Background: an optimization exercise with open tools, aiming at small area, a short achievable clock period and few clock cycles per item. Do not read the settings as production practice.
The RTL was checked by simulation tests, not by an equivalence proof against the original design.
Power and IR drop assume default switching activity.

==> flow/design.v <==
package lsfws_pkg;
    localparam int WINDOW_SIZE = 5;
    localparam int MID_INDEX   = WINDOW_SIZE / 2;
    localparam int FILL_W      = $clog2(WINDOW_SIZE + 1);
    localparam int POS_W       = 32;
    localparam int SCORE_W     = 17;
    localparam int QUEUE_DEPTH = 2;
    localparam int QPTR_W      = (QUEUE_DEPTH > 1) ? $clog2(QUEUE_DEPTH) : 1;
    localparam int QCNT_W      = $clog2(QUEUE_DEPTH + 1);
    localparam int PADDR_W     = 3;
    localparam int PDATA_W     = 32;
    localparam logic [SCORE_W-1:0] THRESHOLD_RESET = 17'd64881;
    localparam logic FUNC_INSERT = 1'b0;
    localparam logic FUNC_FLUSH  = 1'b1;
    localparam logic [PADDR_W-3:0] REG_SCORE_THRESHOLD = '0;
    typedef logic [POS_W-1:0]   pos_t;
    typedef logic [SCORE_W-1:0] score_t;
    typedef struct packed {
        logic   func;
        pos_t   position;
        score_t score;
    } item_t;
    typedef struct packed {
        pos_t kept_position;
        logic last;
    } result_t;
    typedef struct packed {
        pos_t [WINDOW_SIZE-1:0] positions;
        logic [WINDOW_SIZE-1:0] mask;
    } job_t;
endpackage
module low_score_flank_window_selector
(
    input  logic               clk,
    input  logic               rst_n,
    input  logic               psel,
    input  logic               penable,
    input  logic               pwrite,
    input  logic [lsfws_pkg::PADDR_W-1:0] paddr,
    input  logic [lsfws_pkg::PDATA_W-1:0] pwdata,
    output logic [lsfws_pkg::PDATA_W-1:0] prdata,
    output logic               pready,
    input  logic               item_valid,
    output logic               item_stall,
    input  lsfws_pkg::item_t              item,
    output logic               result_valid,
    input  logic               result_stall,
    output lsfws_pkg::result_t            result
);
    localparam int SLOTS   = lsfws_pkg::WINDOW_SIZE;
    localparam int SCORE_W = lsfws_pkg::SCORE_W;
    localparam int POS_W   = lsfws_pkg::POS_W;
    localparam int PDATA_W = lsfws_pkg::PDATA_W;
    lsfws_pkg::score_t           threshold_reg;
    logic [SLOTS-1:0][POS_W-1:0] pos_reg;
    logic [SLOTS-1:0]            pend_reg;
    logic [SLOTS-1:0]            last_reg;
    logic [2:0]                  unkept_reg;      
    lsfws_pkg::score_t           s1_reg;          
    lsfws_pkg::score_t           s2_reg;          
    lsfws_pkg::score_t           m_reg;           
    logic [2:0]                  fill_reg;
    logic [SLOTS-1:0]            sel_reg;         
    function automatic logic lt(input logic [SCORE_W-1:0] a, input logic [SCORE_W-1:0] b);
        logic [31:0] l;
        logic [31:0] e;
        l = '0;
        e = '1;
        for (int i = 0; i < SCORE_W; i++)
        begin
            l[i] = ~a[i] & b[i];
            e[i] = ~(a[i] ^ b[i]);
        end
        for (int w = 1; w < 32; w = w * 2)
            for (int i = 0; i + w < 32; i = i + 2 * w)
            begin
                l[i] = l[i+w] | (e[i+w] & l[i]);
                e[i] = e[i+w] & e[i];
            end
        lt = l[0];
    endfunction
    assign pready = 1'b1;
    always_ff @(posedge clk or negedge rst_n)
    begin
        if (!rst_n)
            threshold_reg <= lsfws_pkg::THRESHOLD_RESET;
        else if (psel && penable && pwrite && !paddr[2])
            threshold_reg <= pwdata[SCORE_W-1:0];
    end
    assign prdata = paddr[2] ? '0 : PDATA_W'(threshold_reg);
    logic             accept;
    logic             insert;
    logic             flush;
    logic             full;
    logic             b1;
    logic             b2;
    logic             bm;
    logic             low;
    logic [2:0]       unkept_sh;   
    logic [SLOTS-1:0] newp;        
    assign item_stall = pend_reg[SLOTS-1] && result_stall;
    assign accept     = item_valid && !item_stall;
    assign insert     = accept && !item.func;
    assign flush      = accept && item.func;
    assign full       = (fill_reg == 3'd5);
    assign b1 = lt(s1_reg, threshold_reg);
    assign b2 = lt(s2_reg, threshold_reg);
    assign bm = lt(m_reg, threshold_reg);
    always_comb
    begin
        if (item.func)
        begin
            unkept_sh = unkept_reg;
            if (full)
                low = b1 | b2;                           
            else
                low = (b1 && fill_reg >= 3'd1)
                    | (b2 && fill_reg >= 3'd2)
                    | (bm && fill_reg >= 3'd3);          
        end
        else
        begin
            unkept_sh = (unkept_reg == 3'd5) ? 3'd5 : unkept_reg + 3'd1;
            if (full)
                low = b2;                                
            else if (fill_reg == 3'd4)
                low = bm | b2;                           
            else
                low = 1'b0;
        end
        for (int i = 0; i < SLOTS; i++)
            newp[i] = low && (3'(i) < unkept_sh);
    end
    logic             deliver;
    logic [SLOTS-1:0] pend_left;
    logic [SLOTS-1:0] pend_next;
    logic [SLOTS-1:0] sel_next;
    assign result_valid = |pend_reg;
    assign deliver      = result_valid && !result_stall;
    assign pend_left    = deliver ? (pend_reg & ~sel_reg) : pend_reg;
    always_comb
    begin
        result = '0;
        for (int i = 0; i < SLOTS; i++)
            result = result | (sel_reg[i] ? {pos_reg[i], last_reg[i]} : '0);
    end
    logic [SLOTS-1:0] pend_sh;     
    logic [SLOTS-1:0] sel_sh;      
    logic [SLOTS-1:0] sel_new;     
    always_comb
    begin
        pend_sh = insert ? {pend_left[SLOTS-2:0], 1'b0} : pend_left;
        pend_next = pend_sh | (accept ? newp : '0);
        sel_sh  = '0;
        sel_new = '0;
        for (int i = 0; i < SLOTS; i++)
        begin
            if (pend_sh[i])
            begin
                sel_sh    = '0;
                sel_sh[i] = 1'b1;
            end
            sel_new[i] = (3'(i + 1) == unkept_sh);
        end
        sel_next = (|pend_sh) ? sel_sh : ((accept && low) ? sel_new : '0);
    end
    always_ff @(posedge clk or negedge rst_n)
    begin
        if (!rst_n)
        begin
            pend_reg   <= '0;
            unkept_reg <= '0;
            fill_reg   <= '0;
        end
        else
        begin
            pend_reg <= pend_next;
            if (flush || (insert && low))
                unkept_reg <= '0;
            else if (insert)
                unkept_reg <= unkept_sh;
            if (insert && !full)
                fill_reg <= fill_reg + 3'd1;
            else if (flush)
                fill_reg <= '0;
        end
    end
    always_ff @(posedge clk)
    begin
        sel_reg <= sel_next;
        if (insert)
        begin
            pos_reg  <= {pos_reg[SLOTS-2:0], item.position};
            last_reg <= {last_reg[SLOTS-2:0], low};
            s1_reg   <= item.score;
            s2_reg   <= s1_reg;
            if (fill_reg == 3'd2 || lt(s2_reg, m_reg))
                m_reg <= s2_reg;
        end
        else if (flush)
            last_reg[0] <= last_reg[0] | newp[0];
    end
endmodule
clock: 5.5 ns
lec_check: 0
cap_margin: 20
core_margin: 2
core_utilization: 60
cts_buf_list: sky130_fd_sc_hd__clkbuf_8
cts_cluster_diameter: 60
cts_cluster_size: 16
place_density: 0.8
setup_slack_margin: 2.8
slew_margin: 20
standard.sh (not shown) runs the stock make flow with config.mk's settings and CLKGATE_MAP_FILE= SYNTH_SCRIPT=/design/flow/synth_recipe.tcl, a recipe that flattens the netlist after the stock synthesis.
==> flow/flow/run.sh <==
#!/bin/bash
# The standard layout, with plain buf_2 cells as the port buffers (the
# standard flow picks a delay cell for them). Every tool's output goes to
# flow.log here and ORFS's own logs under orfs/logs.
set -euo pipefail
bash standard.sh "BUFFER_PORTS_ARGS=-buffer_cell sky130_fd_sc_hd__buf_2" finish > flow.log 2>&1
The first run finished with timing, DRC and antenna clean.
Testbench counts at the start, summed over its fixed seeds: cycles 14,225, items 12,000.
Next try:
CORE_UTILIZATION = 70   (was 60)
PLACE_DENSITY = not set   (was 0.8)
The changed run produced a clean layout.
Sequential share of layout area increases by 0.22 points.
Total power decreases by 0.73%.
Final area decreases by 0.42%.
First-iteration DRC count increases by 12%.
Next try:
CORE_UTILIZATION = 60   (was 70)
GPL_ROUTABILITY_DRIVEN = 0   (was not set)
GPL_TIMING_DRIVEN = 0   (was not set)
After rerunning: Wire length is higher slightly; worst hold slack hardly moves; sequential cell count is unchanged; area after synthesis does not change.
Next try:
GPL_ROUTABILITY_DRIVEN = not set   (was 0)
GPL_TIMING_DRIVEN = not set   (was 0)
The changed run went through all stages and came out clean.
Design area decreases by a few percent.
Final cell count drops by a few percent.
Worst setup slack gets better by 130 ps.
Global-route usage goes down by 0.36 points.
Next try:
SETUP_SLACK_MARGIN = 2.7   (was 2.8)
=>
- The new run completed without violations
- area after synthesis is unchanged
- worst setup slack is worse by 9.7 ps
- sequential power is about the same
- global-route usage falls by 0.35 points
- clock-buffer cell count does not change
- synthesized cell count is unchanged
- die area stays the same
- non-clock buffer count falls by 7

==> re-timing with driven ports <==
In the flow no input, the clock included, has a driving cell. The finished layouts below were timed again as built, in two steps.
Step 1 assumes that a clkbuf_16 drives the clock port and a buf_2 every other input.
Step 2 also shifts input and output timing later by t, the mid clock arrival at the registers, as if the neighbouring blocks saw the same clock.
Slacks: ideal ports / drivers / drivers and shift; pairs: ideal ports / drivers.
run	t (ns)	slack for setup (ns)	worst register clock-pin slew, ns	worst data-port slew with drivers (ns)	cell pins on the clock port's net
the first run	0.566	2.606 / 2.564 / 2.308	0.10 / 0.10	0.05	1
the second run	0.566	2.689 / 2.647 / 2.360	0.11 / 0.11	0.05	1
the third run	0.565	2.623 / 2.580 / 2.355	0.10 / 0.10	0.07	1
the fourth run	0.565	2.751 / 2.712 / 2.340	0.11 / 0.11	0.06	1
the fifth run	0.569	2.741 / 2.702 / 2.295	0.10 / 0.10	0.06	1
After both steps setup and hold are still met in every run listed. For the fifth run, which loses most, drivers alone change the setup slack by -0.039 ns; drivers and shift together by -0.446 ns.
